Context: an optimization exercise on an open-source flow, tuned for small area. The choices shown serve that exercise and are no tape-out recipe.
In this exercise RTL edits were held to simulation tests only and were not proved equivalent to the original.
The flow treats the clock pin as an ideal source, which a real chip does not have.
No activity file was given, so power comes from the tool's default toggle rates.

==> flow/design.v <==
package lcf_pkg;
  localparam logic [3:0] FUNC_TICK       = 4'd0;
  localparam logic [3:0] FUNC_CONNECT    = 4'd1;
  localparam logic [3:0] FUNC_ACCEPT     = 4'd2;
  localparam logic [3:0] FUNC_DISCONNECT = 4'd3;
  localparam logic [3:0] FUNC_DISC_ACK   = 4'd4;
  localparam logic [3:0] FUNC_REMOTE     = 4'd5;
  localparam logic [3:0] FUNC_FORCE      = 4'd6;
  localparam logic [3:0] FUNC_ACTIVITY   = 4'd7;
  localparam logic [3:0] FUNC_RESET      = 4'd8;
endpackage
module link_connection_fsm_top (
  input  logic        clk,
  input  logic        rst,
  input  logic        in_valid,
  output logic        in_stall,
  input  logic [38:0] in_data,
  output logic        out_valid,
  input  logic        out_stall,
  output logic [44:0] out_data,
  input  logic        cfg_valid,
  output logic        cfg_ready,
  input  logic [3:0]  cfg_index,
  input  logic [31:0] cfg_data
);
  function automatic logic geq16(input logic [15:0] a, input logic [15:0] b);
    logic g;
    g = 1'b1;
    for (int i = 0; i < 16; i++) g = (a[i] & ~b[i]) | ((a[i] | ~b[i]) & g);
    geq16 = g;
  endfunction
  function automatic logic geq8(input logic [7:0] a, input logic [7:0] b);
    logic g;
    g = 1'b1;
    for (int i = 0; i < 8; i++) g = (a[i] & ~b[i]) | ((a[i] | ~b[i]) & g);
    geq8 = g;
  endfunction
  logic [15:0] ct_lo, dt_lo, ht_lo;    
  logic [7:0]  maxr;
  assign cfg_ready = 1'b1;
  wire        lim_big = |cfg_data[31:16];
  wire [15:0] lim_enc = lim_big ? 16'd0 : {cfg_data[15:1], cfg_data[0] | ~(|cfg_data[15:1])};
  wire [15:0] wd_100  = rst ? 16'd100  : lim_enc;
  wire [15:0] wd_1000 = rst ? 16'd1000 : lim_enc;
  wire [7:0]  wd_3    = rst ? 8'd3     : cfg_data[7:0];
  wire        we_ct = rst || (cfg_valid && cfg_index == 4'd0);
  wire        we_dt = rst || (cfg_valid && cfg_index == 4'd1);
  wire        we_ht = rst || (cfg_valid && cfg_index == 4'd2);
  wire        we_mr = rst || (cfg_valid && cfg_index == 4'd3);
  always_ff @(posedge clk) begin
    if (we_ct) ct_lo <= wd_100;
    if (we_dt) dt_lo <= wd_100;
    if (we_ht) ht_lo <= wd_1000;
    if (we_mr) maxr <= wd_3;
  end
  logic       held_valid;
  logic [3:0] h_func;
  logic       take;
  assign in_stall = held_valid && !take;
  wire   accept   = in_valid && !in_stall;
  always_ff @(posedge clk) begin
    if (rst) held_valid <= 1'b0;
    else if (!in_stall) held_valid <= in_valid;
    if (!in_stall) h_func <= in_data[38:35];
  end
  logic [1:0]  st;         
  logic [15:0] tmr;        
  logic [2:0]  reason;
  logic [31:0] uid;        
  logic        r_sc;
  logic [1:0]  r_k;        
  wire [7:0] retry = uid[7:0];
  wire [2:0] frsn  = tmr[2:0];
  assign take = held_valid && (!out_valid || !out_stall);
  wire f_tick = (h_func == 4'd0);
  wire f_conn = (h_func == 4'd1);
  wire f_acc  = (h_func == 4'd2);
  wire f_disc = (h_func == 4'd3);
  wire f_dack = (h_func == 4'd4);
  wire f_rem  = (h_func == 4'd5);
  wire f_forc = (h_func == 4'd6);
  wire f_act  = (h_func == 4'd7);
  wire f_rst  = (h_func == 4'd8);
  wire f_bad  = h_func[3] && (h_func[2:0] != 3'd0);
  wire s_disc    = (st == 2'd0);
  wire s_conning = (st == 2'd1);
  wire s_conn    = (st == 2'd2);
  wire s_discing = (st == 2'd3);
  wire uid_ld = accept && (in_data[38:35] == 4'd2) && !st[1] && !(held_valid && f_acc);
  wire rsn_ld = accept && (in_data[38:35] == 4'd6);
  logic [15:0] lim;
  always_comb begin
    if (!st[1])     lim = ct_lo;
    else if (st[0]) lim = dt_lo;
    else            lim = ht_lo;
  end
  wire [16:0] tmr_p1 = {1'b0, tmr} + 17'd1;
  wire        hit    = (|lim) && geq16(tmr, lim);
  wire        rfull  = geq8(retry, maxr);
  wire t_hit   = f_tick && hit && !s_disc;
  wire t_retry = t_hit && s_conning && !rfull;
  wire t_fail  = t_hit && s_conning && rfull;       
  wire t_hb    = t_hit && s_conn;                   
  wire t_dto   = t_hit && s_discing;                
  wire v_conn = f_conn && s_disc;
  wire v_acc  = f_acc  && s_conning;
  wire v_disc = f_disc && s_conn;
  wire v_dack = f_dack && s_discing;
  wire v_rem  = f_rem  && !s_disc;
  wire v_forc = f_forc && !s_disc;
  wire invalid = (f_conn && !s_disc) || (f_acc && !s_conning) || (f_disc && !s_conn) ||
                 (f_dack && !s_discing) || (f_rem && s_disc) || f_bad;
  wire to_disc = t_fail || t_hb || t_dto || v_dack || v_rem || v_forc || (f_rst && !s_disc);
  wire sc      = to_disc || v_conn || v_acc || v_disc;
  logic [1:0] st_n;
  always_comb begin
    st_n = st;
    if (to_disc)     st_n = 2'd0;
    else if (v_conn) st_n = 2'd1;
    else if (v_acc)  st_n = 2'd2;
    else if (v_disc) st_n = 2'd3;
  end
  logic       rs_we;
  logic [2:0] rs_n;
  always_comb begin
    rs_we = 1'b1;
    rs_n  = 3'd0;
    if (t_fail)               rs_n = 3'd4;
    else if (t_hb)            rs_n = 3'd3;
    else if (t_dto || v_dack) rs_n = 3'd1;
    else if (v_rem)           rs_n = 3'd2;
    else if (v_forc)          rs_n = frsn;
    else if (v_conn || f_rst) rs_n = 3'd0;
    else rs_we = 1'b0;
  end
  wire tm_count = f_tick && !hit;
  wire tm_we = (f_tick || !(invalid || (f_act && !s_conn))) && !(tm_count && tmr_p1[16]);
  wire [15:0] tmr_n = tm_count ? tmr_p1[15:0] : 16'd1;
  wire rt_we = s_disc || t_retry;
  wire [7:0] retry_n = s_disc ? 8'd0 : retry + 8'd1;
  always_ff @(posedge clk) begin
    if (rst) begin
      st        <= 2'd0;
      reason    <= 3'd0;
      out_valid <= 1'b0;
    end else if (take) begin
      st        <= st_n;
      if (rs_we) reason <= rs_n;
      out_valid <= 1'b1;
    end else if (!out_stall) begin
      out_valid <= 1'b0;
    end
    if (rsn_ld)              tmr[2:0]  <= in_data[2:0];
    else if (take && tm_we)  tmr[2:0]  <= tmr_n[2:0];
    if (take && tm_we)       tmr[15:3] <= tmr_n[15:3];
    if (uid_ld)              uid[7:0]  <= in_data[10:3];
    else if (take && rt_we)  uid[7:0]  <= retry_n;
    if (uid_ld)              uid[31:8] <= in_data[34:11];
    if (take) begin
      r_sc     <= sc;
      r_k[1]   <= invalid || t_fail || t_hb || t_dto;
      r_k[0]   <= t_retry || t_dto || v_dack || v_rem || v_forc;
    end
  end
  assign out_data[44]    = !r_sc && r_k[1];
  assign out_data[43]    = r_sc && r_k[1];
  assign out_data[42]    = r_k[0] && (r_k[1] || !r_sc);
  assign out_data[41:40] = st;
  assign out_data[39:8]  = uid & {32{st[1]}};
  assign out_data[7]     = st[1];
  assign out_data[6:4]   = reason;
  assign out_data[3]     = r_sc && (st == 2'd2);
  assign out_data[2]     = r_sc && (r_k != 2'd0);
  assign out_data[1]     = r_sc && r_k == 2'd2 && reason[2];
  assign out_data[0]     = r_sc;
endmodule
==> flow/flow/run.sh <==
#!/bin/bash
# The standard ORFS layout with these changes:
#  - synthesis maps the logic with an area-oriented ABC script
#    (flow/synth_area.tcl, flow/area.abc); everything else in it is
#    synth_recipe.tcl's;
#  - port buffers use the smallest buffer cell;
#  - clock tree synthesis uses clkbuf_4 and no dummy loads, and then
#    flow/post_cts.tcl upsizes any clock buffer whose flip-flop clock pins
#    would see a slow edge.
# Floorplan, power grid, taps, placement and routing are the standard flow's.
set -euo pipefail
here=$(pwd)
export AREA_ABC_SCRIPT=$here/flow/area.abc
export BUFFER_PORTS_ARGS="-buffer_cell sky130_fd_sc_hd__buf_1"
export CTS_ARGS="-sink_clustering_enable -repair_clock_nets -dont_use_dummy_load -buf_list sky130_fd_sc_hd__clkbuf_4"
export POST_CTS_TCL=$here/flow/post_cts.tcl
# synthesis: standard.sh's make command with our synthesis script
sed "s#SYNTH_SCRIPT=[^ ]*#SYNTH_SCRIPT=$here/flow/synth_area.tcl#" standard.sh > synth_area.sh
bash synth_area.sh synth > synth.log 2>&1
# the rest of the standard flow
bash standard.sh > standard_flow.log 2>&1
==> flow/flow/area.abc <==
strash
ifraig
dc2
balance
rewrite
refactor
balance
rewrite
rewrite -z
balance
refactor -z
rewrite -z
balance
dch -f
amap
strash
dch -f
amap
==> flow/flow/post_cts.tcl <==
# Upsize clock buffers whose flip-flop clock pins would see a slow edge
# (placement-estimated slew over 105 ps), then legalize again.
set cts_sizes {sky130_fd_sc_hd__clkbuf_2 sky130_fd_sc_hd__clkbuf_4 sky130_fd_sc_hd__clkbuf_8 sky130_fd_sc_hd__clkbuf_16}
proc cts_pin_slew_ps {pin} {
  set worst 0
  foreach edge {rise fall} {
    foreach a {min max} {
      set s [expr {[sta::time_ui_sta [get_property $pin slew_${a}_$edge]] * 1e12}]
      if {$s > $worst} { set worst $s }
    }
  }
  return $worst
}
set cts_reg_pins {}
foreach p [all_registers -clock_pins -edge_triggered] { dict set cts_reg_pins [get_full_name $p] 1 }
for {set pass 0} {$pass < 3} {incr pass} {
  estimate_parasitics -placement
  set changed 0
  foreach inst [get_cells *] {
    set i [lsearch -exact $cts_sizes [get_property $inst ref_name]]
    if {$i < 0 || $i == [llength $cts_sizes] - 1} { continue }
    set worst 0
    foreach out [get_pins -of_objects $inst -filter "direction==output"] {
      foreach p [get_pins -of_objects [get_nets -of_objects $out] -filter "direction==input"] {
        if {![dict exists $cts_reg_pins [get_full_name $p]]} { continue }
        set s [cts_pin_slew_ps $p]
        if {$s > $worst} { set worst $s }
      }
    }
    if {$worst > 105} {
      puts "post_cts: [get_full_name $inst] [get_property $inst ref_name] -> [lindex $cts_sizes [expr {$i + 1}]] (sink slew [format %.1f $worst] ps)"
      replace_cell $inst [lindex $cts_sizes [expr {$i + 1}]]
      incr changed
    }
  }
  if {$changed == 0} { break }
}
estimate_parasitics -placement
detailed_placement
check_placement -verbose
==> flow/flow/synth_area.tcl <==
# The standard synthesis (synth_recipe.tcl), with one change: ABC maps the
# logic with an area-oriented script (flow/area.abc) instead of ORFS's speed
# script. Registers are mapped before ABC runs, so they are the standard
# synthesis's, with the same names and cells.
proc synth {args} { yosys synth -nofsm -noshare {*}$args }
proc abc {args} {
  set i [lsearch -exact $args -script]
  if {$i >= 0} { lset args [expr {$i + 1}] $::env(AREA_ABC_SCRIPT) }
  yosys abc {*}$args
}
source $::env(SCRIPTS_DIR)/synth.tcl
# left out here: clear keep_hierarchy, flatten, clean up, hide names made inside functions, write 1_2_yosys.v
==> flow/standard.sh <==
#!/bin/bash
# synth_recipe.tcl (not shown) runs the flow's synth.tcl, then flattens the netlist and writes it again
# the make line also repeats each setting of config.mk as NAME=value (left out here)
make -C /OpenROAD-flow-scripts/flow DESIGN_CONFIG=/design/flow/config.mk WORK_HOME=/design/flow/orfs CLKGATE_MAP_FILE= SYNTH_SCRIPT=/design/flow/synth_recipe.tcl "${@:-finish}"
==> flow/config.mk <==
export PLATFORM = sky130hd
export DESIGN_NAME = link_connection_fsm_top
export DESIGN_NICKNAME = link_connection_fsm_top
export VERILOG_FILES = /design/flow/design.v
export SDC_FILE = /design/flow/constraint.sdc
export NUM_CORES = 4
export LEC_CHECK = 0
export CAP_MARGIN = 20
export CORE_MARGIN = 2
export CORE_UTILIZATION = 40
export SLEW_MARGIN = 20
==> flow/constraint.sdc <==
create_clock -name core_clock -period 6.0 [get_ports {clk}]
set_input_delay 1.2000 -clock core_clock [delete_from_list [all_inputs] [get_ports {clk}]]
set_output_delay 1.2000 -clock core_clock [all_outputs]
set_load 0.01 [all_outputs]
==> results of run 1 <==
-- logic make-up (layout without fill, tap and decap cells) --
kind of cell | Yosys count | count (layout) | synth area share, %
buf+inv | 67 | 207 | 4.831
compound gates | 107 | 107 | 13.30
fa+ha+maj | 2 | 2 | 0.4600
simple gates | 199 | 199 | 17.48
other cells | 1 | 2 | 0.06895
flops | 118 | 118 | 63.86
-- per-stage QoR --
stage | instance area [µm²] | total power [µW] | setup WS [ns] | utilization [%]
2_1_floorplan | 5451 | 1040 | 0.2304 | -
3_3_place_gp | 6165 | 1092 | 0.8443 | 46.55
3_5_place_dp | 6165 | 1094 | 0.6331 | 46.55
5_1_grt | 6330 | 1516 | 0.04094 | 47.80
6_report | 6330 | 1448 | 0.7324 | 47.80
-- worst max-delay path: cells and delay by family (launching register included) --
| kind | cells | cell delay [ns] |
|---|---|---|
| flip-flops | 1 | 0.53 |
| buffers and inverters | 4 | 0.77 |
| AND/OR/NAND/NOR | 11 | 1.17 |
| AO/OA/AOI/OAI | 20 | 2.66 |
-- layout make-up --
cell class,count,area [µm²]
Multi-Input combinational cell,309,1745
Sequential cell,118,3473
Tap cell,176,220.2
Clock buffer,17,133.9
Antenna cell,1,2.502
Fill cell,1256,6913
Timing Repair Buffer,137,555.5
Inverter,53,198.9
-- worst paths after layout --
kind,startpoint,endpoint,slack [ns],cells after the start
max,st[1]$_SDFFE_PP0P_,st[0]$_SDFFE_PP0P_,0.73,35
min,reason[0]$_SDFFE_PP0P_,reason[0]$_SDFFE_PP0P_,0.51,2
max reg2reg,st[1]$_SDFFE_PP0P_,st[0]$_SDFFE_PP0P_,0.73,35
min reg2reg,reason[0]$_SDFFE_PP0P_,reason[0]$_SDFFE_PP0P_,0.51,2
-- cells in the mapped netlist --
cell and instances:
sky130_fd_sc_hd__edfxtp_1 111, sky130_fd_sc_hd__nor2_1 76, sky130_fd_sc_hd__clkinv_1 53, sky130_fd_sc_hd__o21ai_0 38, sky130_fd_sc_hd__nand2_1 33, sky130_fd_sc_hd__nor2b_1 33
sky130_fd_sc_hd__a222oi_1 16, sky130_fd_sc_hd__nor3_1 16, sky130_fd_sc_hd__buf_1 11, sky130_fd_sc_hd__o22ai_1 11, sky130_fd_sc_hd__a21oi_1 10, sky130_fd_sc_hd__nand4_1 8
sky130_fd_sc_hd__nor4_1 8, sky130_fd_sc_hd__dfxtp_1 7, sky130_fd_sc_hd__nand3_1 7, sky130_fd_sc_hd__a221oi_1 6, sky130_fd_sc_hd__a31oi_1 6, sky130_fd_sc_hd__or2_0 6
sky130_fd_sc_hd__a22oi_1 5, sky130_fd_sc_hd__and3_1 3, sky130_fd_sc_hd__buf_4 3, sky130_fd_sc_hd__or3_1 3, sky130_fd_sc_hd__a2111oi_0 2, sky130_fd_sc_hd__a211oi_1 2
sky130_fd_sc_hd__a32o_1 2, sky130_fd_sc_hd__and2_0 2, sky130_fd_sc_hd__ha_1 2, sky130_fd_sc_hd__nand4b_1 2, sky130_fd_sc_hd__o21a_1 2, sky130_fd_sc_hd__a21boi_0 1
sky130_fd_sc_hd__a22o_1 1, sky130_fd_sc_hd__conb_1 1, sky130_fd_sc_hd__nand3b_1 1, sky130_fd_sc_hd__o211ai_1 1, sky130_fd_sc_hd__o21bai_1 1, sky130_fd_sc_hd__o221a_1 1
sky130_fd_sc_hd__o22a_1 1, sky130_fd_sc_hd__o31ai_1 1, sky130_fd_sc_hd__or4_1 1
-- sequential cells by signal, summed over array words and instances, names as in the netlist --
signal	flops
ct_lo	16
dt_lo	16
h_func	4
held_valid	1
ht_lo	16
maxr	8
out_valid	1
r_k	2
r_sc	1
reason	3
st	2
tmr	16
uid	32
-- layer usage --
metal	up-vias	GRT usage (%)
li1	2117	-
met2	157	27.19
met4	0	5.959
met5	-	0
met1	1979	23.78
met3	6	4.009
-- layout by cell type (no fill, tap or decap), drive strengths merged, types with 11 or more instances in the layout --
cell type    n
a222oi      16
buf        137
clkbuf      17
clkinv      53
edfxtp     111
nand2       33
nor2        76
nor2b       33
nor3        16
o21ai       38
o22ai       11
-- power by group --
group          switching (µW)  total, µW  leakage, µW  internal, µW
sequential               20.1        959      0.00111           939
clock                     234        370    0.0000808           136
combinational            74.2        119     0.000802          45.2
total                     328       1450      0.00199          1120
==> summary.txt, run 1 <==
Status:
- The flow ran to the end and the layout has no timing, DRC or antenna violations.

Floorplan:
- The top-level I/O count is 128.
- The full die area is 14550 µm².
- The floorplan die width is 120.6 µm.
- The initial standard-cell utilization of the core is 41.07%.
- The floorplan has 42 rows.
- Measured along the y axis, the die boundary spans 120.6 µm.
- The floorplan step defined a core boundary enclosing 13240 µm².

Critical path:
- The arrival time at the worst endpoint is 5.61 ns.
- STA puts the critical path data required time at 6.35 ns.
- The sort of element at the end of the critical path is a flip-flop.
- The type of origin of the critical path is a flip-flop.
- The worst-path cell with the longest stage delay is sky130_fd_sc_hd__dfxtp_1.
- The highest fanout seen on the critical path is 19.
- The largest single stage delay on the critical path is 0.53 ns.
- The critical path class is flip-flop to flip-flop.

Routing:
- The detail-routed via count per cell is 5.252.
- In the routed design, unresolved DRC markers number 0.
- Wires add up to 12.23 mm.
- The detailed route wirelength on metal2 is 5.785 mm.
- The top routing layer in use is met4.
- The remaining antenna violation count is 0.
- After detailed routing, the wire length on met1 is 5.554 mm.
- The pre-antenna-repair detailed-routing pass consisted of 8 iterations.
- The initial detailed-routing violation count is 332.
- The routed design uses 810 µm of met3 wire.
- The average wire per standard cell is 15.08 µm.
- The via count is 4259.

Cells and area:
- The final layout contains 718 nets.
- Once layout is complete, the cells apart from fillers number 811.
- The share of layout cells above drive strength 1 is 5.363%.
- The area growth from synthesis to layout is 16.38%.

GRT:
- The via count of the first global-routing pass is 4032.
- Entering global routing, the biggest net connects 36 pins.
- The total congestion overflow is 0.
- The first global-routing pass estimated 19.64 mm of wire.
- Across every metal layer, demand over resource in global routing totals 17.36%.
- The number of antenna violations at the first check in global routing is 1.

Placement:
- The count of buffers inserted at the top-level ports is 126.
- The placed wire-length estimate after detailed placement is 9.116 mm.
- The instance count after placement with tap cells included is 790.
- The weighted congestion at the end of routability-driven global placement is 0.8891.

Timing:
- The maximum clock frequency is 189.8 MHz.
- Setup repair after global routing left no endpoint under its margin.
- Headroom to the max-slew limit came out at 37.99%.
- The post-route minimum period is 5.268 ns.
- The final setup TNS is 0 ns.
- The max-slew violation total from the final report is 0.
- After layout, the worst path uses 87.79% of the clock period.
- Setup violations remaining at the end of the flow were counted as 0.
- Between clock sinks in the finished design, the worst skew comes to 0.02783 ns.
- The hold violation count in the final report is 0.
- The tightest hold path in the finished design has a slack of 0.5088 ns.
- For the pin with the worst max-slew slack, the measured transition is 0.9301 ns.

Logic synthesis:
- Summed over all instances, the cell type with the most area after synthesis is sky130_fd_sc_hd__edfxtp_1.
- For this run, the number of Yosys warnings is 1.
- The average cell area after synthesis is 11.01 µm².
- The cell count after synthesis came out at 494.
- Of the post-synthesis cell area, the dominant cell type holds 61.28%.
- The share of the Yosys chip area taken by registers is 63.86%.
- By area the synthesized netlist is led by sky130_fd_sc_hd__edfxtp_1 61%, sky130_fd_sc_hd__nor2_1 5.2%, sky130_fd_sc_hd__nor2b_1 3.8%.
- The number of nets produced by synthesis is 576.
- The number of different library cells used by synthesis comes to 39.
- Synthesis inferred 118 register bits.
- After synthesis the cells add up to 5439 µm².

Clock tree:
- The later pin in the worst-skew pair is clocked with a latency of 0.51 ns.
- TritonCTS built the clock tree.
- Clock tree synthesis found a total of 118 sinks.
- The register clock-pin slew on the reported worst setup and hold paths is 0.07 ns.

Pwr:
- In this run the power density over the cells is 228.8 nW/µm².
- The leakage dissipation is 0.001995 µW.
- Across the VDD grid, the largest voltage drop is 0.1144 mV.

Run:
- The tool flagged a number of max-cap violations equal to 0.

Min path:
- The tightest min-delay check is of the flip-flop to flip-flop type.
==> inputs of run 2 (changes only) <==
==> flow/flow/area.abc (replaced) <==
strash
ifraig
dc2
balance
rewrite
refactor
balance
rewrite
rewrite -z
balance
refactor -z
rewrite -z
balance
dch
amap
--- a/flow/config.mk
+++ b/flow/config.mk
@@ -7,5 +7,5 @@
 export LEC_CHECK = 0
 export CAP_MARGIN = 20
 export CORE_MARGIN = 2
-export CORE_UTILIZATION = 40
+export CORE_UTILIZATION = 70
 export SLEW_MARGIN = 20
==> run 2 against run 1 <==
Against the previous run:
- count of clock-buffer cells in the layout unchanged
- global-route usage up 13 points
- sequential share of layout area up 0.23 points
- die area shrank 42%
- register-to-register slack got worse by 0.28 ns
- critical endpoint is now reason[0]$_SDFFE_PP0P_
==> summary.txt, run 2 <==
GRT:
- The global-route usage over all layers is 30.59% (was 17.36%).
- The total congestion overflow is 0 (unchanged).
- The number of antenna violations at the first check in global routing is 0 (was 1).
- The layer with the highest usage after global routing is met2 (unchanged).
- The wire length of the first global-routing pass is 19.64 mm (unchanged).
- The met2 usage is 51.10% (was 27.19%).
- The pin count of the biggest net entering global routing was 36 (unchanged).
- The via count of the first global-routing pass was 4239 (was 4032).
- The met3 usage in global routing is 7.149% (was 4.009%).
- The met1 track utilization from global routing was 38.64% (was 23.78%).

Logic synthesis:
- The netlist area before placement is 5419 µm² (was 5439 µm²).
- The proportion of netlist area held by the largest area contributor is 61.51% (was 61.28%).
- Top cell types by occurrence after synthesis: 111 x sky130_fd_sc_hd__edfxtp_1, 67 x sky130_fd_sc_hd__nor2_1, 50 x sky130_fd_sc_hd__clkinv_1 (was 111 x sky130_fd_sc_hd__edfxtp_1, 76 x sky130_fd_sc_hd__nor2_1, 53 x sky130_fd_sc_hd__clkinv_1).
- The number of distinct library cells after synthesis was 40 (was 39).
- The number of nets produced by synthesis came to 564 (was 576).
- The post-synthesis async set-or-reset flop share is 0% (unchanged).
- The yosys synthesis warning count is 1 (unchanged).
- The count of flip-flops with a built-in enable after synthesis is 111 (unchanged).
- The leading area contributor after synthesis is sky130_fd_sc_hd__edfxtp_1 (unchanged).
- Leading post-synthesis cells by cell area: sky130_fd_sc_hd__edfxtp_1 62%, sky130_fd_sc_hd__nor2_1 4.6%, sky130_fd_sc_hd__nor2b_1 3.8% (was sky130_fd_sc_hd__edfxtp_1 61%, sky130_fd_sc_hd__nor2_1 5.2%, sky130_fd_sc_hd__nor2b_1 3.8%).
- The number of instances in the synthesized netlist is 482 (was 494).
- The share of the yosys chip area belonging to registers is 64.10% (was 63.86%).
- The flop and latch count out of synthesis was 118 (unchanged).
- The average cell area after synthesis is 11.24 µm² (was 11.01 µm²).
- The most used flip-flop cell after synthesis was sky130_fd_sc_hd__edfxtp_1 (unchanged).
- The most frequent cell after synthesis is sky130_fd_sc_hd__edfxtp_1 (unchanged).

Critical path:
- The sort of element at the end of the critical path was a flip-flop (unchanged).
- The required time at the worst-slack endpoint was 6.33 ns (was 6.35 ns).
- The critical path class is flip-flop to flip-flop (unchanged).
- The instance count on the critical path is 32 (was 35).
- The slack of the worst reg-to-reg path is 0.45 ns (was 0.73 ns).
- The type of origin of the critical path is a flip-flop (unchanged).
- The maximum cell stage delay along the critical path is 0.47 ns (was 0.53 ns).
- By instance count, the cell type seen most on the critical path is sky130_fd_sc_hd__o21ai_0.
- The highest fanout seen on the critical path is 12 (was 19).
- The number of cells traversed by the worst register-to-register path is 32 (was 35).
- The worst-path cell with the longest stage delay was sky130_fd_sc_hd__or4_4 (was sky130_fd_sc_hd__dfxtp_1).
- The kind of cell with the highest combined delay on the critical path is compound AO/OA/AOI/OAI gates (unchanged).
- The count of buffering cells on the critical path with inverters included was 4 (unchanged).
- The arrival time at the worst endpoint came to 5.88 ns (was 5.61 ns).

Floorplan:
- The standard cell core area is 7607 µm² (was 13240 µm²).
- The full die area came to 8461 µm² (was 14550 µm²).
- The initial standard-cell utilization of the core is 71.23% (was 41.07%).
- The placement row count was 32 (was 42).
- The top-level I/O count was 128 (unchanged).
- The floorplan die width is 91.99 µm (was 120.6 µm).
- The die height is 91.99 µm (was 120.6 µm).

Timing:
- The post-route minimum period is 5.546 ns (was 5.268 ns).
- The share of the clock period used by the worst path is 92.44% (was 87.79%).
- RSZ-0062 raised after global routing: false (unchanged).
- The max-slew violation total from the final report is 0 (unchanged).
- The slew at the pin closest to its max-slew limit is 0.9043 ns (was 0.9301 ns).
- The maximum clock frequency is 180.3 MHz (was 189.8 MHz).
- The final setup TNS is 0 ns (unchanged).
- The headroom to the max-slew limit is 39.72% (was 37.99%).
- The total setup violations reported at the end of the flow came to 0 (unchanged).
- The hold violation count in the final report is 0 (unchanged).
- The worst clock skew on the final layout came to 0.03423 ns (was 0.02783 ns).

Pwr:
- The relative contribution of sequential cells to total power came to 65.6% (was 66.2%).
- The part of the power in combinational logic is 8.9% (was 8.2%).
- The clock group share of total power is 25.5% (about the same).
- The switching fraction of total power came to 23.10% (was 22.65%).
- The cell-internal power is 1124 µW (was 1120 µW).
- The overall power after layout is 1462 µW (was 1448 µW).
- The power per standard cell area is 231.6 nW/µm² (was 228.8 nW/µm²).
- The peak supply drop is 0.1534 mV (was 0.1144 mV).
- The switching power is 337.6 µW (was 328.0 µW).
- The leakage dissipation came to 0.002009 µW (was 0.001995 µW).

Routing:
- The average wire per standard cell was 17.12 µm (was 15.08 µm).
- The initial detailed-routing violation count is 461 (was 332).
- The detail-routed via count per cell came to 6.129 (was 5.252).
- The final routed DRC violation total is 0 (unchanged).
- The remaining antenna violation count came to 0 (unchanged).
- The number of detailed-route iterations in the first pass came to 6 (was 8).
- The via count is 4474 (was 4259).
- The final routed wirelength across all metal layers came to 12.50 mm (was 12.23 mm).

Cells and area:
- The register with the most flip-flops is uid (unchanged).
- Leading cell types in the layout, fill and taps excluded: 126 x sky130_fd_sc_hd__buf_1, 111 x sky130_fd_sc_hd__edfxtp_1, 65 x sky130_fd_sc_hd__nor2_1, 47 x sky130_fd_sc_hd__clkinv_1, 31 x sky130_fd_sc_hd__nor2b_1 (was 126 x sky130_fd_sc_hd__buf_1, 111 x sky130_fd_sc_hd__edfxtp_1, 76 x sky130_fd_sc_hd__nor2_1, 53 x sky130_fd_sc_hd__clkinv_1, 34 x sky130_fd_sc_hd__o21ai_0).
- The signed area change from the synthesized netlist to the final layout is 16.44% (was 16.38%).
- The commonest non-fill, non-tap cell in the layout is sky130_fd_sc_hd__buf_1 (unchanged).
- The share of layout cells above drive strength 1 is 7.643% (was 5.363%).
- The final net count came to 712 (was 718).
- The number of flip-flops under the largest register name was 32 (unchanged).
- The antenna diode count was 0 (was 1).

Clock tree:
- The register clock-pin slew on the reported worst setup and hold paths came to 0.08 ns (was 0.07 ns).
- The later-pin clock latency in the skew report came to 0.52 ns (was 0.51 ns).
- The total clock sinks is 118 (unchanged).
- The clock tree from TritonCTS is done (unchanged).

Run:
- The max-cap check violation count is 0 (unchanged).

Min path:
- The cell depth of the worst min-delay path is 2 (unchanged).
- The type of the most critical hold path is flip-flop to flip-flop (unchanged).

Placement:
- The placed wire-length estimate after detailed placement came to 8.892 mm (was 9.116 mm).
- The weighted congestion at the end of routability-driven global placement came to 0.9113 (was 0.8891).
- The count of buffers inserted at the top-level ports is 126 (unchanged).

Status:
- Status: finished clean (unchanged).
run 2: stage by stage:
step / instances / instance area (µm²) / util (%) / hold slack, ns / worst slack (ns)
global route: 730 / 6310 / 82.94 / 0.5495 / 0.004593
detailed placement: 706 / 6058 / 79.64 / 0.4949 / 0.1354
finish: 730 / 6310 / 82.94 / 0.5231 / 0.4535
global placement: 706 / 6058 / 79.64 / 0.4898 / 0.5272
floorplan: 482 / 5434 / - / 0.4558 / -0.07513
run 2: tightest hold or removal path, cell delays in order (launching register included):
cell and delay (ns):
sky130_fd_sc_hd__dfxtp_1 0.32, sky130_fd_sc_hd__nor2_1 0.10, sky130_fd_sc_hd__nor3_1 0.06
run 2: final timing paths:
path | endpoint | start
worst max-delay path | reason[0]$_SDFFE_PP0P_ | st[1]$_SDFFE_PP0P_
worst min-delay path | reason[1]$_SDFFE_PP0P_ | reason[1]$_SDFFE_PP0P_
worst max register to register | reason[0]$_SDFFE_PP0P_ | st[1]$_SDFFE_PP0P_
worst min register to register | reason[1]$_SDFFE_PP0P_ | reason[1]$_SDFFE_PP0P_
run 2: power groups by stage:
stage	Combinational [µW]	Sequential [µW]	Clock, µW
floorplan	72.7	971	0
global placement	116	975	0
detailed placement	122	977	0
global route	144	962	407
finish	130	959	373
run 2: layout make-up:
cell class / count / area (µm²)
flip-flops and latches: 118 / 3477
multi-input cells: 300 / 1778
fillers: 463 / 1297
repair buffers: 143 / 598.1
inverters: 50 / 195.2
clock buffers: 17 / 133.9
well taps: 102 / 127.6
run 2: per-layer routing:
metal,vias to the layer above,wire (µm)
li1,2098,-
met1,2094,4942
met2,251,6210
met3,31,1097
met4,0,247
met5,-,0
run 2: cell families after synthesis:
kind of cell | Yosys count | share of synthesized area [%]
AO/OA/AOI/OAI | 109 | 13.97
buffers and inverters | 64 | 4.641
AND/OR/NAND/NOR | 188 | 16.76
adder cells (fa/ha/maj) | 2 | 0.4617
other | 1 | 0.06920
flip-flops | 118 | 64.10
==> inputs of run 3 (changes only) <==
--- a/flow/config.mk
+++ b/flow/config.mk
@@ -7,5 +7,6 @@
 export LEC_CHECK = 0
 export CAP_MARGIN = 20
 export CORE_MARGIN = 2
-export CORE_UTILIZATION = 70
+export CORE_UTILIZATION = 40
+export PLACE_DENSITY = 0.85
 export SLEW_MARGIN = 20
==> run 3 against run 2 <==
Against the previous run:
- still clean
- clock power grew 3%
- synthesized cell count is the same
- clock skew grew 0.0073 ns
- sequential power is essentially flat
- register-to-register slack gained 0.10 ns
- worst hold slack lost 0.039 ns
- critical path depth grew 2
- total power grew 0.61%
- fmax grew 1.8%
- area after synthesis is the same
- final area grew 0.24%
- setup slack gained 0.10 ns
==> summary.txt, run 3 <==
Pwr:
- The peak supply drop was 0.1015 mV (was 0.1534 mV).
- The cell-internal power is 1129 µW (was 1124 µW).
- The leakage dissipation is 0.001987 µW (was 0.002009 µW).
- The switching power is 341.1 µW (was 337.6 µW).
- The power per standard cell area is 232.5 nW/µm² (was 231.6 nW/µm²).
- The relative contribution of sequential cells to total power is 65.3% (was 65.6%).
- The clock group share of total power is 26.1% (was 25.5%).
- The switching fraction of total power is 23.20% (was 23.10%).
- The part of the power in combinational logic is 8.6% (was 8.9%).

Routing:
- The number of detailed-route iterations in the first pass was 9 (was 6).
- The detail-routed via count per cell is 5.462 (was 6.129).
- The final routed wirelength across all metal layers is 12.78 mm (was 12.50 mm).
- The final routed DRC violation total is 0 (unchanged).
- The via count came to 4375 (was 4474).
- The initial detailed-routing violation count came to 461 (unchanged).
- The average wire per standard cell came to 15.96 µm (was 17.12 µm).
- The remaining antenna violation count is 0 (unchanged).

Critical path:
- The required time at the worst-slack endpoint is 6.38 ns (was 6.33 ns).
- The count of buffering cells on the critical path with inverters included is 3 (was 4).
- The worst-path cell with the longest stage delay is sky130_fd_sc_hd__dfxtp_1 (was sky130_fd_sc_hd__or4_4).
- The kind of cell with the highest combined delay on the critical path is compound AO/OA/AOI/OAI gates (unchanged).
- The arrival time at the worst endpoint is 5.83 ns (was 5.88 ns).
- The maximum cell stage delay along the critical path was 0.45 ns (was 0.47 ns).
- The critical path class is flip-flop to flip-flop (unchanged).
- The sort of element at the end of the critical path is a flip-flop (unchanged).
- The highest fanout seen on the critical path is 12 (unchanged).
- The type of origin of the critical path is a flip-flop (unchanged).

Logic synthesis:
- The number of distinct library cells after synthesis is 40 (unchanged).
- The count of flip-flops with a built-in enable after synthesis was 111 (unchanged).
- The proportion of netlist area held by the largest area contributor was 61.51% (unchanged).
- The netlist area before placement is 5419 µm² (unchanged).
- The average cell area after synthesis is 11.24 µm² (unchanged).
- The number of nets produced by synthesis is 564 (unchanged).
- The flop and latch count out of synthesis came to 118 (unchanged).
- The share of the yosys chip area belonging to registers is 64.10% (unchanged).
- Leading post-synthesis cells by cell area: sky130_fd_sc_hd__edfxtp_1 62%, sky130_fd_sc_hd__nor2_1 4.6%, sky130_fd_sc_hd__nor2b_1 3.8% (unchanged).
- The post-synthesis async set-or-reset flop share is 0% (unchanged).
- The most used flip-flop cell after synthesis was sky130_fd_sc_hd__edfxtp_1 (unchanged).
- The yosys synthesis warning count came to 1 (unchanged).
- The number of instances in the synthesized netlist is 482 (unchanged).
- Top cell types by occurrence after synthesis: 111 x sky130_fd_sc_hd__edfxtp_1, 67 x sky130_fd_sc_hd__nor2_1, 50 x sky130_fd_sc_hd__clkinv_1 (unchanged).
- The most frequent cell after synthesis was sky130_fd_sc_hd__edfxtp_1 (unchanged).
- The leading area contributor after synthesis is sky130_fd_sc_hd__edfxtp_1 (unchanged).

Cells and area:
- The signed area change from the synthesized netlist to the final layout came to 16.72% (was 16.44%).
- The final core utilization came to 47.76% (was 82.94%).
- The register with the most flip-flops was uid (unchanged).
- The post-route cell area is 6325 µm² (was 6310 µm²).
- The share of layout cells above drive strength 1 is 5.449% (was 7.643%).
- The number of flip-flops under the largest register name is 32 (unchanged).
- The commonest non-fill, non-tap cell in the layout is sky130_fd_sc_hd__buf_1 (unchanged).
- The final net count came to 708 (was 712).
- Leading cell types in the layout, fill and taps excluded: 126 x sky130_fd_sc_hd__buf_1, 111 x sky130_fd_sc_hd__edfxtp_1, 66 x sky130_fd_sc_hd__nor2_1, 50 x sky130_fd_sc_hd__clkinv_1, 33 x sky130_fd_sc_hd__nor2b_1 (was 126 x sky130_fd_sc_hd__buf_1, 111 x sky130_fd_sc_hd__edfxtp_1, 65 x sky130_fd_sc_hd__nor2_1, 47 x sky130_fd_sc_hd__clkinv_1, 31 x sky130_fd_sc_hd__nor2b_1).

Floorplan:
- The full die area is 14500 µm² (was 8461 µm²).
- The top-level I/O count came to 128 (unchanged).
- The die height is 120.4 µm (was 91.99 µm).
- The floorplan die width was 120.4 µm (was 91.99 µm).
- The initial standard-cell utilization of the core is 40.92% (was 71.23%).
- The standard cell core area is 13240 µm² (was 7607 µm²).
- The placement row count was 42 (was 32).

Clock tree:
- The total clock sinks is 118 (unchanged).
- The register clock-pin slew on the reported worst setup and hold paths came to 0.10 ns (was 0.08 ns).
- The later-pin clock latency in the skew report is 0.52 ns (about the same).
- The clock tree from TritonCTS is done (unchanged).

Min path:
- The type of the most critical hold path is flip-flop to flip-flop (unchanged).

Placement:
- The count of buffers inserted at the top-level ports is 126 (unchanged).
- The placed wire-length estimate after detailed placement is 9.416 mm (was 8.892 mm).
- The placed instance area came to 6158 µm² (was 6058 µm²).
- The weighted congestion at the end of routability-driven global placement was 0.9681 (was 0.9113).

GRT:
- The pin count of the biggest net entering global routing came to 36 (unchanged).
- The wire length of the first global-routing pass is 20.47 mm (was 19.64 mm).
- The global-route usage over all layers was 17.83% (was 30.59%).
- The via count of the first global-routing pass was 4134 (was 4239).
- The number of antenna violations at the first check in global routing is 1 (was 0).
- The total congestion overflow is 0 (unchanged).

Run:
- The max-cap check violation count is 0 (unchanged).

Status:
- Status: finished clean (unchanged).

Timing:
- The hold violation count in the final report is 0 (unchanged).
- The post-route minimum period is 5.446 ns (was 5.546 ns).
- The headroom to the max-slew limit is 38.98% (was 39.72%).
- The slew at the pin closest to its max-slew limit came to 0.9152 ns (was 0.9043 ns).
- The share of the clock period used by the worst path is 90.77% (was 92.44%).
- The max-slew violation total from the final report is 0 (unchanged).
- The worst clock skew on the final layout came to 0.04150 ns (was 0.03423 ns).
- The total setup violations reported at the end of the flow came to 0 (unchanged).
- The maximum clock frequency is 183.6 MHz (was 180.3 MHz).
- The worst hold slack after final layout was 0.4838 ns (was 0.5231 ns).
run 3: cell counts after synthesis:
Identical to the previous run, type by type.
run 3: power groups by stage:
stage	Sequential [µW]	Combinational (µW)	Clock, µW
floorplan	971	72.7	0
global placement	976	118	0
detailed placement	978	123	0
global route	963	139	426
finish	960	126	384
run 3: worst paths after layout:
| path | start | endpoint | slack (ns) | depth (start not counted) |
|---|---|---|---|---|
| setup / recovery | st[0]$_SDFFE_PP0P_ | st[1]$_SDFFE_PP0P_ | 0.55 | 34 |
| hold / removal | held_valid$_SDFFE_PP0N_ | out_valid$_SDFFE_PP0P_ | 0.48 | 2 |
| setup reg to reg | st[0]$_SDFFE_PP0P_ | st[1]$_SDFFE_PP0P_ | 0.55 | 34 |
| hold reg to reg | held_valid$_SDFFE_PP0N_ | out_valid$_SDFFE_PP0P_ | 0.48 | 2 |
run 3: kinds of logic (layout without fill, tap and decap cells):
family                     after synthesis  in the layout  synth area share [%]
AOI/OAI and AO/OA                      109            109                 13.97
other                                    1              2               0.06920
DFF                                    118            118                 64.10
buffers and inverters                   64            206                 4.641
adders and majority gates                2              2                0.4617
and+or+nand+nor                        188            188                 16.76
run 3: area by class of cell:
class | instances | area (µm²)
antenna | 1 | 2.502
clock buffer | 17 | 140.1
fill | 1201 | 6918
inverter | 50 | 187.7
multi-input combinational | 300 | 1730
sequential | 118 | 3473
tap | 176 | 220.2
timing repair buffer | 139 | 570.5
run 3: routing by layer:
metal / GRT usage, % / part of all wire (%)
met5: 0 / 0
met4: 5.814 / 1.3
met3: 3.821 / 8.9
met2: 29.38 / 49
met1: 23.56 / 40
run 3: worst register-to-register path: cells and delay by family, from the launching register on:
kind / cells / cell delay [ns]
compound gates: 21 / 3.02
simple gates: 10 / 1.43
flops: 1 / 0.45
buf+inv: 3 / 0.44
run 3: stage by stage:
step	setup WS (ns)	power, µW	cells	setup TNS, ns
6_report	0.5538	1470	801	0
3_3_place_gp	0.7788	1094	781	0
5_1_grt	-0.04563	1528	801	-0.04563
3_5_place_dp	0.5632	1100	781	0
2_1_floorplan	-0.07513	1043	482	-0.1502
==> inputs of run 4 (changes only) <==
--- a/flow/config.mk
+++ b/flow/config.mk
@@ -8,5 +8,4 @@
 export CAP_MARGIN = 20
 export CORE_MARGIN = 2
 export CORE_UTILIZATION = 40
-export PLACE_DENSITY = 0.85
 export SLEW_MARGIN = 20
==> run 4 against run 3 <==
Against the previous run:
- still clean
- sequential share of layout area barely moved
- clock skew fell by 0.0075 ns
- synthesized cell count did not move
- worst hold slack improved by 0.028 ns
- highest routed layer unchanged
==> summary.txt, run 4 <==
Status:
- Status: finished clean (unchanged).

Cells and area:
- The area of the multi-input gates is 1747 µm² (was 1730 µm²).
- The share of layout cells above drive strength 1 is 5.778% (was 5.449%).
- The number of fill cells is 1271 (was 1201).
- The final net count came to 707 (was 708).
- The commonest non-fill, non-tap cell in the layout is sky130_fd_sc_hd__buf_1 (unchanged).
- The signed area change from the synthesized netlist to the final layout is 16.65% (was 16.72%).
- The register with the most flip-flops is uid (unchanged).
- The number of standard cells in the final layout excluding fillers is 800 (was 801).
- Leading cell types in the layout, fill and taps excluded: 126 x sky130_fd_sc_hd__buf_1, 111 x sky130_fd_sc_hd__edfxtp_1, 66 x sky130_fd_sc_hd__nor2_1, 50 x sky130_fd_sc_hd__clkinv_1, 33 x sky130_fd_sc_hd__nor2b_1 (unchanged).
- The number of flip-flops under the largest register name is 32 (unchanged).
- The final core utilization came to 47.73% (was 47.76%).
- The flip-flop and latch area is 3473 µm² (unchanged).

GRT:
- The total congestion overflow came to 0 (unchanged).
- The wire length of the first global-routing pass is 20.31 mm (was 20.47 mm).
- The global-route usage over all layers came to 18.08% (was 17.83%).
- The pin count of the biggest net entering global routing was 34 (was 36).
- The via count of the first global-routing pass is 4161 (was 4134).
- The number of antenna violations at the first check in global routing came to 1 (unchanged).

Floorplan:
- The die height is 120.4 µm (unchanged).
- The initial standard-cell utilization of the core is 40.92% (unchanged).
- The placement row count is 42 (unchanged).
- The top-level I/O count came to 128 (unchanged).
- The floorplan die width was 120.4 µm (unchanged).
- The full die area came to 14500 µm² (unchanged).
- The standard cell core area came to 13240 µm² (unchanged).

Routing:
- The average wire per standard cell was 15.64 µm (was 15.96 µm).
- The final routed wirelength across all metal layers is 12.51 mm (was 12.78 mm).
- The via count came to 4277 (was 4375).
- The initial detailed-routing violation count is 447 (was 461).
- The detail-routed via count per cell is 5.346 (was 5.462).
- The number of detailed-route iterations in the first pass came to 6 (was 9).
- The final routed DRC violation total is 0 (unchanged).
- The remaining antenna violation count is 0 (unchanged).

Timing:
- The maximum clock frequency came to 181.8 MHz (was 183.6 MHz).
- The post-route minimum period is 5.501 ns (was 5.446 ns).
- Setup repair after global routing left no endpoint under its margin.
- The slew at the pin closest to its max-slew limit was 0.9454 ns (was 0.9152 ns).
- The share of the clock period used by the worst path is 91.68% (was 90.77%).
- The total setup violations reported at the end of the flow is 0 (unchanged).
- The hold violation count in the final report is 0 (unchanged).
- The headroom to the max-slew limit is 36.97% (was 38.98%).
- The worst clock skew on the final layout is 0.03398 ns (was 0.04150 ns).
- The final setup TNS is 0 ns (unchanged).
- The max-slew violation total from the final report was 0 (unchanged).

Clock tree:
- The later-pin clock latency in the skew report was 0.53 ns (was 0.52 ns).
- The register clock-pin slew on the reported worst setup and hold paths came to 0.08 ns (was 0.10 ns).
- The clock tree from TritonCTS is done (unchanged).
- The total clock sinks is 118 (unchanged).

Placement:
- The instance count after placement with tap cells included was 778 (was 781).
- The count of buffers inserted at the top-level ports is 126 (unchanged).
- The placed wire-length estimate after detailed placement is 9.204 mm (was 9.416 mm).
- The weighted congestion at the end of routability-driven global placement is 0.8989 (was 0.9681).

Logic synthesis:
- The post-synthesis async set-or-reset flop share is 0% (unchanged).
- The most used flip-flop cell after synthesis is sky130_fd_sc_hd__edfxtp_1 (unchanged).
- The average cell area after synthesis came to 11.24 µm² (unchanged).
- The number of distinct library cells after synthesis is 40 (unchanged).
- The yosys synthesis warning count was 1 (unchanged).
- Leading post-synthesis cells by cell area: sky130_fd_sc_hd__edfxtp_1 62%, sky130_fd_sc_hd__nor2_1 4.6%, sky130_fd_sc_hd__nor2b_1 3.8% (unchanged).
- The netlist area before placement is 5419 µm² (unchanged).
- The number of nets produced by synthesis is 564 (unchanged).
- The flop and latch count out of synthesis was 118 (unchanged).
- The share of the yosys chip area belonging to registers is 64.10% (unchanged).
- The count of flip-flops with a built-in enable after synthesis is 111 (unchanged).
- The number of instances in the synthesized netlist is 482 (unchanged).
- The leading area contributor after synthesis is sky130_fd_sc_hd__edfxtp_1 (unchanged).
- The proportion of netlist area held by the largest area contributor is 61.51% (unchanged).
- Top cell types by occurrence after synthesis: 111 x sky130_fd_sc_hd__edfxtp_1, 67 x sky130_fd_sc_hd__nor2_1, 50 x sky130_fd_sc_hd__clkinv_1 (unchanged).
- The most frequent cell after synthesis is sky130_fd_sc_hd__edfxtp_1 (unchanged).

Critical path:
- The reg-to-reg endpoint is reason[0]$_SDFFE_PP0P_ (was st[1]$_SDFFE_PP0P_).
- The slack of the worst reg-to-reg path is 0.50 ns (was 0.55 ns).
- The arrival time at the worst endpoint was 5.87 ns (was 5.83 ns).
- The maximum cell stage delay along the critical path is 0.49 ns (was 0.45 ns).
- The highest fanout seen on the critical path is 17 (was 12).
- The critical register-to-register path startpoint is st[1]$_SDFFE_PP0P_ (was st[0]$_SDFFE_PP0P_).
- The timing endpoint of the critical path is reason[0]$_SDFFE_PP0P_ (was st[1]$_SDFFE_PP0P_).
- The number of cells traversed by the worst register-to-register path was 33 (was 34).
- The critical path startpoint is st[1]$_SDFFE_PP0P_ (was st[0]$_SDFFE_PP0P_).
- The required time at the worst-slack endpoint came to 6.37 ns (was 6.38 ns).
- The worst-path cell with the longest stage delay is sky130_fd_sc_hd__or4_1 (was sky130_fd_sc_hd__dfxtp_1).
- The critical path class is flip-flop to flip-flop (unchanged).
- The sort of element at the end of the critical path was a flip-flop (unchanged).
- The type of origin of the critical path is a flip-flop (unchanged).

Run:
- The max-cap check violation count came to 0 (unchanged).

Pwr:
- The leakage dissipation is 0.001981 µW (was 0.001987 µW).
- The power per standard cell area was 230.1 nW/µm² (was 232.5 nW/µm²).
- The peak supply drop was 0.09656 mV (was 0.1015 mV).

Min path:
- The type of the most critical hold path is flip-flop to flip-flop (unchanged).
- The startpoint of the most critical hold path is reason[1]$_SDFFE_PP0P_ (was held_valid$_SDFFE_PP0N_).
-- run 4: cell count changes in the layout (fill, tap and decap cells not counted), moves of 2 or more --
cell	delta
sky130_fd_sc_hd__clkbuf_4	+2
sky130_fd_sc_hd__clkbuf_8	-2
sky130_fd_sc_hd__o21ai_1	-3
sky130_fd_sc_hd__o21ai_2	+3
-- run 4: area by class of cell --
class	count	area share, %
diodes	1	0.03959
clock buffers	17	2.019
inverters	50	2.969
repair buffers	138	8.907
well taps	176	3.484
flip-flops and latches	118	54.95
multi-input cells	300	27.63
-- run 4: how the worst min path moves through the flow --
stage | slack [ns] | cells past startpoint | end
final | 0.51 | 2 | reason[1]$_SDFFE_PP0P_
after global routing | 0.54 | 2 | reason[1]$_SDFFE_PP0P_
after detailed placement | 0.51 | 2 | reason[1]$_SDFFE_PP0P_
after global placement | 0.49 | 2 | reason[1]$_SDFFE_PP0P_
after floorplan | 0.46 | 2 | out_valid$_SDFFE_PP0P_
-- run 4: report_power, final --
| group | internal (µW) | switching, µW |
|---|---|---|
| sequential | 939 | 20.1 |
| combinational | 47.2 | 76.6 |
| clock | 129 | 242 |
-- run 4: worst max-delay path, delay by kind of cell, from the launching register on --
family / cells / cell delay (ns)
flops: 1 / 0.34
simple gates: 10 / 1.66
buf+inv: 5 / 0.85
compound gates: 18 / 2.50
-- run 4: cell families after synthesis --
logic type / share of synthesized area (%)
AO/OA/AOI/OAI: 13.97
flip-flops: 64.10
AND/OR/NAND/NOR: 16.76
other: 0.06920
buffers and inverters: 4.641
adder cells (fa/ha/maj): 0.4617
-- run 4: metrics by stage --
step | setup slack [ns] | cell area (µm²) | total power [µW] | hold WS [ns]
after floorplan | -0.07513 | 5434 | 1043 | 0.4558
after global placement | 0.7283 | 6147 | 1096 | 0.4889
after detailed placement | 0.2797 | 6147 | 1098 | 0.5072
after global routing | 0.003134 | 6321 | 1525 | 0.5354
final | 0.4994 | 6321 | 1454 | 0.5121
-- run 4: metal layers --
metal	global-route usage, %	vias to the layer above	wire length, µm
met1	24.63	2029	5818
met5	0	-	0
li1	-	2089	-
met3	5.708	9	708
met4	5.959	0	125
met2	27.51	150	5858
==> inputs of run 5 (changes only) <==
--- a/flow/config.mk
+++ b/flow/config.mk
@@ -7,5 +7,5 @@
 export LEC_CHECK = 0
 export CAP_MARGIN = 20
 export CORE_MARGIN = 2
-export CORE_UTILIZATION = 40
+export CORE_UTILIZATION = 55
 export SLEW_MARGIN = 20
==> run 5 against run 4 <==
Against the previous run:
- still clean on timing, DRC and antenna
- sequential power about the same
- first-iteration DRC count fell by 24%
- worst hold slack is essentially flat
- synthesized cell count stayed put
- largest cell class unchanged
- register-to-register slack got worse by 0.05 ns
- cell count decreased by 5.3%
==> summary.txt, run 5 <==
Status:
- Status: finished clean (unchanged).

Logic synthesis:
- The compound-gate portion of the synthesized area came to 13.97% (unchanged).
- The proportion of netlist area held by the largest area contributor came to 61.51% (unchanged).
- The yosys synthesis warning count is 1 (unchanged).
- The leading area contributor after synthesis is sky130_fd_sc_hd__edfxtp_1 (unchanged).
- The adder and majority gate portion of the synthesized area is 0.4618% (unchanged).
- Top cell types by occurrence after synthesis: 111 x sky130_fd_sc_hd__edfxtp_1, 67 x sky130_fd_sc_hd__nor2_1, 50 x sky130_fd_sc_hd__clkinv_1 (unchanged).
- The netlist area before placement is 5419 µm² (unchanged).
- The share of cell area taken by muxes after synthesis came to 0% (unchanged).
- The most frequent cell after synthesis is sky130_fd_sc_hd__edfxtp_1 (unchanged).
- The post-synthesis share of cell area spent on xor and xnor gates came to 0% (unchanged).
- Leading post-synthesis cells by cell area: sky130_fd_sc_hd__edfxtp_1 62%, sky130_fd_sc_hd__nor2_1 4.6%, sky130_fd_sc_hd__nor2b_1 3.8% (unchanged).
- The post-synthesis async set-or-reset flop share came to 0% (unchanged).
- The count of flip-flops with a built-in enable after synthesis is 111 (unchanged).
- The number of distinct library cells after synthesis is 40 (unchanged).
- The simple-gate share of the synthesized area is 16.76% (unchanged).
- The number of nets produced by synthesis is 564 (unchanged).
- The most used flip-flop cell after synthesis was sky130_fd_sc_hd__edfxtp_1 (unchanged).
- The average cell area after synthesis is 11.24 µm² (unchanged).
- The flop and latch count out of synthesis was 118 (unchanged).
- The share of the yosys chip area belonging to registers is 64.10% (unchanged).
- The number of instances in the synthesized netlist is 482 (unchanged).
- The dominant combinational cell family by area after synthesis is simple AND/OR/NAND/NOR gates (unchanged).

Pwr:
- The cell-internal power was 1128 µW (was 1115 µW).
- The leakage dissipation was 0.001993 µW (was 0.001981 µW).
- The switching power was 338.6 µW (was 339.2 µW).
- The part of the power in combinational logic is 8.4% (was 8.5%).
- The relative contribution of sequential cells to total power is 65.4% (was 66.0%).
- The overall power after layout was 1467 µW (was 1454 µW).
- The clock group share of total power was 26.1% (was 25.5%).
- The switching fraction of total power is 23.08% (was 23.32%).
- The peak supply drop came to 0.1620 mV (was 0.09656 mV).
- The power per standard cell area is 232.9 nW/µm² (was 230.1 nW/µm²).

Routing:
- The total routed wire length on the met1 layer was 5.457 mm (was 5.818 mm).
- The average wire per standard cell is 16.08 µm (was 15.64 µm).
- The remaining antenna violation count came to 0 (unchanged).
- The initial detailed-routing violation count is 340 (was 447).
- The top routing layer in use was met4 (unchanged).
- The met3 routed wirelength is 807 µm (was 708 µm).
- The via count came to 4295 (was 4277).
- The number of detailed-route iterations in the first pass is 8 (was 6).
- The detail-routed via count per cell came to 5.666 (was 5.346).
- The detailed route wirelength on metal2 was 5.769 mm (was 5.858 mm).
- The final routed DRC violation total is 0 (unchanged).
- The final routed wirelength across all metal layers was 12.19 mm (was 12.51 mm).

Cells and area:
- The antenna diode count was 0 (was 1).
- The final net count is 709 (was 707).
- The number of fill cells is 800 (was 1271).
- The area of the multi-input gates came to 1748 µm² (was 1747 µm²).
- The signed area change from the synthesized netlist to the final layout is 16.21% (was 16.65%).
- The flip-flop and latch area is 3473 µm² (unchanged).
- The commonest non-fill, non-tap cell in the layout is sky130_fd_sc_hd__buf_1 (unchanged).
- The number of standard cells in the final layout excluding fillers is 758 (was 800).
- The number of flip-flops under the largest register name came to 32 (unchanged).
- Leading cell types in the layout, fill and taps excluded: 126 x sky130_fd_sc_hd__buf_1, 111 x sky130_fd_sc_hd__edfxtp_1, 66 x sky130_fd_sc_hd__nor2_1, 48 x sky130_fd_sc_hd__clkinv_1, 32 x sky130_fd_sc_hd__nor2b_1 (was 126 x sky130_fd_sc_hd__buf_1, 111 x sky130_fd_sc_hd__edfxtp_1, 66 x sky130_fd_sc_hd__nor2_1, 50 x sky130_fd_sc_hd__clkinv_1, 33 x sky130_fd_sc_hd__nor2b_1).
- The share of layout cells above drive strength 1 is 6.720% (was 5.778%).
- The register with the most flip-flops is uid (unchanged).

Critical path:
- The slack of the worst reg-to-reg path is 0.45 ns (was 0.50 ns).
- The required time at the worst-slack endpoint came to 6.37 ns (about the same).
- The worst-path cell with the longest stage delay was sky130_fd_sc_hd__a222oi_1 (was sky130_fd_sc_hd__or4_1).
- The maximum cell stage delay along the critical path is 0.53 ns (was 0.49 ns).
- The reg-to-reg endpoint is reason[0]$_SDFFE_PP0P_ (unchanged).
- The type of origin of the critical path is a flip-flop (unchanged).
- The arrival time at the worst endpoint is 5.92 ns (was 5.87 ns).
- The critical register-to-register path startpoint is st[1]$_SDFFE_PP0P_ (unchanged).
- The timing endpoint of the critical path is reason[0]$_SDFFE_PP0P_ (unchanged).
- The highest fanout seen on the critical path is 17 (unchanged).
- The sort of element at the end of the critical path is a flip-flop (unchanged).
- The number of cells traversed by the worst register-to-register path is 33 (unchanged).
- The critical path class is flip-flop to flip-flop (unchanged).
- The critical path startpoint was st[1]$_SDFFE_PP0P_ (unchanged).

GRT:
- The number of antenna violations at the first check in global routing is 0 (was 1).
- The global-route usage over all layers is 24.14% (was 18.08%).
- The total congestion overflow is 0 (unchanged).
- The pin count of the biggest net entering global routing was 33 (was 34).
- The wire length of the first global-routing pass was 19.02 mm (was 20.31 mm).
- The via count of the first global-routing pass is 3848 (was 4161).

Timing:
- The slew at the pin closest to its max-slew limit is 0.9992 ns (was 0.9454 ns).
- The max-slew violation total from the final report is 0 (unchanged).
- The worst clock skew on the final layout is 0.02851 ns (was 0.03398 ns).
- The final setup TNS is 0 ns (unchanged).
- The maximum clock frequency is 180.1 MHz (was 181.8 MHz).
- The worst hold slack after final layout is 0.5118 ns (was 0.5121 ns).
- The hold violation count in the final report is 0 (unchanged).
- The share of the clock period used by the worst path is 92.52% (was 91.68%).
- The total setup violations reported at the end of the flow was 0 (unchanged).
- The headroom to the max-slew limit is 33.38% (was 36.97%).
- The post-route minimum period came to 5.551 ns (was 5.501 ns).

Placement:
- The instance count after placement with tap cells included was 736 (was 778).
- The weighted congestion at the end of routability-driven global placement is 0.9011 (was 0.8989).
- The placed wire-length estimate after detailed placement is 8.835 mm (was 9.204 mm).
- The count of buffers inserted at the top-level ports is 126 (unchanged).

Clock tree:
- The clock tree from TritonCTS is done (unchanged).
- The later-pin clock latency in the skew report came to 0.53 ns (about the same).
- The total clock sinks is 118 (unchanged).
- The register clock-pin slew on the reported worst setup and hold paths is 0.09 ns (was 0.08 ns).

Floorplan:
- The placement row count came to 36 (was 42).
- The standard cell core area is 9684 µm² (was 13240 µm²).
- The die height was 103.3 µm (was 120.4 µm).
- The top-level I/O count is 128 (unchanged).
- The full die area is 10660 µm² (was 14500 µm²).
- The initial standard-cell utilization of the core came to 55.96% (was 40.92%).
- The floorplan die width is 103.3 µm (was 120.4 µm).

Min path:
- The startpoint of the most critical hold path is out_valid$_SDFFE_PP0P_ (was reason[1]$_SDFFE_PP0P_).
- The type of the most critical hold path is flip-flop to flip-flop (unchanged).

Run:
- The max-cap check violation count is 0 (unchanged).
==> run 5: cell count changes in the layout (fill, tap and decap cells not counted), moves of 2 or more <==
cell / delta
sky130_fd_sc_hd__a2111oi_1: -2
sky130_fd_sc_hd__buf_4: +2
sky130_fd_sc_hd__clkbuf_4: -2
sky130_fd_sc_hd__clkbuf_8: +2
sky130_fd_sc_hd__clkinv_1: -2
==> run 5: layer usage <==
layer  vias to the layer above  GRT usage, %
li1                       2092             -
met1                      2000         32.14
met4                         0         9.312
met3                        13         7.661
met2                       190         37.26
met5                         -             0
==> run 5: per-stage QoR <==
| stage | setup WS [ns] | area, µm² | utilization [%] |
|---|---|---|---|
| 3_5_place_dp | 0.2420 | 6101 | 63.00 |
| 5_1_grt | -0.01488 | 6297 | 65.03 |
| 2_1_floorplan | -0.07513 | 5434 | - |
| 6_report | 0.4486 | 6297 | 65.03 |
| 3_3_place_gp | 0.5963 | 6101 | 63.00 |
==> run 5: worst min-delay path by stage <==
stage                              to  cells after the start
2_1_floorplan  out_valid$_SDFFE_PP0P_                      2
3_3_place_gp   out_valid$_SDFFE_PP0P_                      2
3_5_place_dp   reason[0]$_SDFFE_PP0P_                      2
5_1_grt        reason[0]$_SDFFE_PP0P_                      2
6_report       out_valid$_SDFFE_PP0P_                      2
==> run 5: area by class of cell <==
cell class / count / share of cell area (%)
multi-input cells: 300 / 27.76
repair buffers: 140 / 9.179
flip-flops and latches: 118 / 55.16
inverters: 50 / 3.040
well taps: 133 / 2.643
clock buffers: 17 / 2.225
==> run 5: critical path: cells and delay by family, from the launching register on <==
kind | cells | cell delay [ns]
AO/OA/AOI/OAI | 18 | 2.86
buffers and inverters | 4 | 0.51
flip-flops | 1 | 0.34
AND/OR/NAND/NOR | 11 | 1.68
==> run 5: kinds of logic (layout without fill, tap and decap cells) <==
group / Yosys count / after routing
AOI/OAI and AO/OA: 109 / 109
buffers and inverters: 64 / 207
other: 1 / 1
DFF: 118 / 118
and+or+nand+nor: 188 / 188
adders and majority gates: 2 / 2
==> run 5: power groups by stage <==
stage / clock [µW] / combinational, µW / sequential, µW
2_1_floorplan: 0 / 72.7 / 971
3_3_place_gp: 0 / 119 / 978
3_5_place_dp: 0 / 121 / 978
5_1_grt: 437 / 139 / 963
6_report: 383 / 124 / 960
==> inputs of run 6 (changes only) <==
--- a/flow/design.v
+++ b/flow/design.v
@@ -90,14 +90,12 @@
   wire rsn_ld = accept && (in_data[38:35] == 4'd6);
   logic [15:0] lim;
   always_comb begin
-    if (!st[1])     lim = ct_lo;
-    else if (st[0]) lim = dt_lo;
-    else            lim = ht_lo;
+    lim = ({16{s_conning}} & ct_lo) | ({16{s_conn}} & ht_lo) | ({16{s_discing}} & dt_lo);
   end
   wire [16:0] tmr_p1 = {1'b0, tmr} + 17'd1;
   wire        hit    = (|lim) && geq16(tmr, lim);
   wire        rfull  = geq8(retry, maxr);
-  wire t_hit   = f_tick && hit && !s_disc;
+  wire t_hit   = f_tick && hit;
   wire t_retry = t_hit && s_conning && !rfull;
   wire t_fail  = t_hit && s_conning && rfull;       
   wire t_hb    = t_hit && s_conn;                   
--- a/flow/config.mk
+++ b/flow/config.mk
@@ -7,5 +7,5 @@
 export LEC_CHECK = 0
 export CAP_MARGIN = 20
 export CORE_MARGIN = 2
-export CORE_UTILIZATION = 55
+export CORE_UTILIZATION = 40
 export SLEW_MARGIN = 20
==> run 6 against run 5 <==
Against the previous run:
- still clean on timing, DRC and antenna
- routed wire length is 0.22% higher
- total power is 2.3% lower
- utilization is 18 points lower
- largest cell class unchanged
==> summary.txt, run 6 <==
Timing:
- The worst hold slack after final layout was 0.4761 ns (was 0.5118 ns).
- The headroom to the max-slew limit is 35.26% (was 33.38%).
- The hold violation count in the final report is 0 (unchanged).
- The setup slack after layout came to 0.6600 ns (was 0.4486 ns).
- The post-route minimum period was 5.340 ns (was 5.551 ns).
- The total setup violations reported at the end of the flow is 0 (unchanged).
- The worst clock skew on the final layout is 0.02061 ns (was 0.02851 ns).

GRT:
- The number of antenna violations at the first check in global routing is 1 (was 0).
- The wire length of the first global-routing pass is 19.48 mm (was 19.02 mm).
- The via count of the first global-routing pass was 4044 (was 3848).

Logic synthesis:
- The flop and latch count out of synthesis is 118 (unchanged).
- The number of instances in the synthesized netlist is 479 (was 482).
- The leading area contributor after synthesis is sky130_fd_sc_hd__edfxtp_1 (unchanged).
- The most frequent cell after synthesis was sky130_fd_sc_hd__edfxtp_1 (unchanged).
- The proportion of netlist area held by the largest area contributor came to 61.71% (was 61.51%).
- The number of distinct library cells after synthesis is 43 (was 40).
- The yosys synthesis warning count is 1 (unchanged).
- The post-synthesis async set-or-reset flop share is 0% (unchanged).
- The count of flip-flops with a built-in enable after synthesis was 111 (unchanged).
- The number of nets produced by synthesis was 561 (was 564).
- Leading post-synthesis cells by cell area: sky130_fd_sc_hd__edfxtp_1 62%, sky130_fd_sc_hd__nor2_1 4.2%, sky130_fd_sc_hd__nor2b_1 3.7% (was sky130_fd_sc_hd__edfxtp_1 62%, sky130_fd_sc_hd__nor2_1 4.6%, sky130_fd_sc_hd__nor2b_1 3.8%).
- Top cell types by occurrence after synthesis: 111 x sky130_fd_sc_hd__edfxtp_1, 60 x sky130_fd_sc_hd__nor2_1, 47 x sky130_fd_sc_hd__clkinv_1 (was 111 x sky130_fd_sc_hd__edfxtp_1, 67 x sky130_fd_sc_hd__nor2_1, 50 x sky130_fd_sc_hd__clkinv_1).
- The netlist area before placement is 5401 µm² (was 5419 µm²).

Critical path:
- The critical path class was flip-flop to flip-flop (unchanged).
- The highest fanout seen on the critical path is 20 (was 17).
- The worst-path cell with the longest stage delay is sky130_fd_sc_hd__a222oi_1 (unchanged).
- The kind of cell with the highest combined delay on the critical path is compound AO/OA/AOI/OAI gates (unchanged).
- The type of origin of the critical path is a flip-flop (unchanged).
- The number of cells traversed by the worst register-to-register path is 32 (was 33).
- The sort of element at the end of the critical path is a flip-flop (unchanged).

Pwr:
- The overall power after layout is 1433 µW (was 1467 µW).
- The clock group share of total power was 25.6% (was 26.1%).
- The peak supply drop is 0.09373 mV (was 0.1620 mV).
- The cell-internal power is 1107 µW (was 1128 µW).

Status:
- Status: finished clean (unchanged).

Floorplan:
- The initial standard-cell utilization of the core is 40.95% (was 55.96%).
- The floorplan die width is 120.2 µm (was 103.3 µm).
- The standard cell core area is 13190 µm² (was 9684 µm²).
- The die height is 120.2 µm (was 103.3 µm).

Placement:
- The count of buffers inserted at the top-level ports came to 126 (unchanged).
- The instance count after placement with tap cells included is 775 (was 736).
- The weighted congestion at the end of routability-driven global placement is 0.9501 (was 0.9011).

Min path:
- The cell depth of the worst min-delay path is 2 (unchanged).
- The type of the most critical hold path is flip-flop to flip-flop (unchanged).

Routing:
- The detail-routed via count per cell is 5.422 (was 5.666).
- The remaining antenna violation count was 0 (unchanged).
- The number of detailed-route iterations in the first pass was 6 (was 8).

Cells and area:
- The final net count came to 701 (was 709).

Clock tree:
- The register clock-pin slew on the reported worst setup and hold paths is 0.09 ns (about the same).
==> run 6: cell types whose count changed in the layout (fill, tap and decap cells not counted), moves of 4 or more <==
cell	change
sky130_fd_sc_hd__a211oi_1	-4
sky130_fd_sc_hd__nor2_1	-6
sky130_fd_sc_hd__nor3_1	-10
sky130_fd_sc_hd__buf_4	-6
sky130_fd_sc_hd__a21oi_1	+7
sky130_fd_sc_hd__nand2_1	+4
sky130_fd_sc_hd__o21ai_0	+5
sky130_fd_sc_hd__and3_1	+6
==> run 6: kinds of logic after synthesis <==
| logic type | Yosys count | share of synthesized area, % |
|---|---|---|
| simple gates | 181 | 16.45 |
| other cells | 1 | 0.06943 |
| buf+inv | 61 | 4.448 |
| compound gates | 116 | 14.27 |
| flops | 118 | 64.30 |
| fa+ha+maj | 2 | 0.4632 |
==> run 6: area by class of cell <==
cell class              count  area [µm²]
diodes                      1       2.502
inverters                  47       176.4
repair buffers            135       548.0
clock buffers              17       127.6
flip-flops and latches    118        3473
well taps                 176       220.2
fillers                  1252        6932
multi-input cells         300        1710
==> run 6: path summary, 6_finish.rpt <==
check | to | slack (ns)
setup / recovery | reason[1]$_SDFFE_PP0P_ | 0.66
hold / removal | out_valid$_SDFFE_PP0P_ | 0.48
setup reg to reg | reason[1]$_SDFFE_PP0P_ | 0.66
hold reg to reg | out_valid$_SDFFE_PP0P_ | 0.48
==> run 6: power groups by stage <==
stage	registers (µW)	logic [µW]	clock network (µW)
floorplan	972	59.7	0
global placement	979	104	0
detailed placement	978	106	0
global route	964	120	413
finish	960	107	367
==> run 6: worst register-to-register path: cells and delay by family, from the launching register on <==
family	cells	cell delay [ns]
buffers and inverters	3	0.44
DFF	1	0.48
AOI/OAI and AO/OA	18	3.08
and+or+nand+nor	11	1.20
==> run 6: metrics by stage <==
step	utilization [%]	area, µm²
after global placement	46.31	6108
after global routing	47.45	6259
after detailed placement	46.31	6108
final	47.45	6259
after floorplan	-	5401
==> run 6: per-layer routing <==
layer | wire (µm) | global-route usage, % | vias to the layer above | part of all wire [%]
li1 | - | - | 2075 | -
met5 | 0 | 0 | - | 0
met3 | 1028 | 5.094 | 20 | 8.4
met1 | 5472 | 23.86 | 2009 | 45
met2 | 5545 | 26.46 | 201 | 45
met4 | 171 | 6.985 | 0 | 1.4

Re-timed with assumed drivers on the ports (clkbuf_16 on the clock, buf_2 on other inputs), run 6 has 0.660 ns of setup slack against 0.660 ns with ideal ports, and 0.660 ns once port delays also move by the mid clock arrival of 0.540 ns.
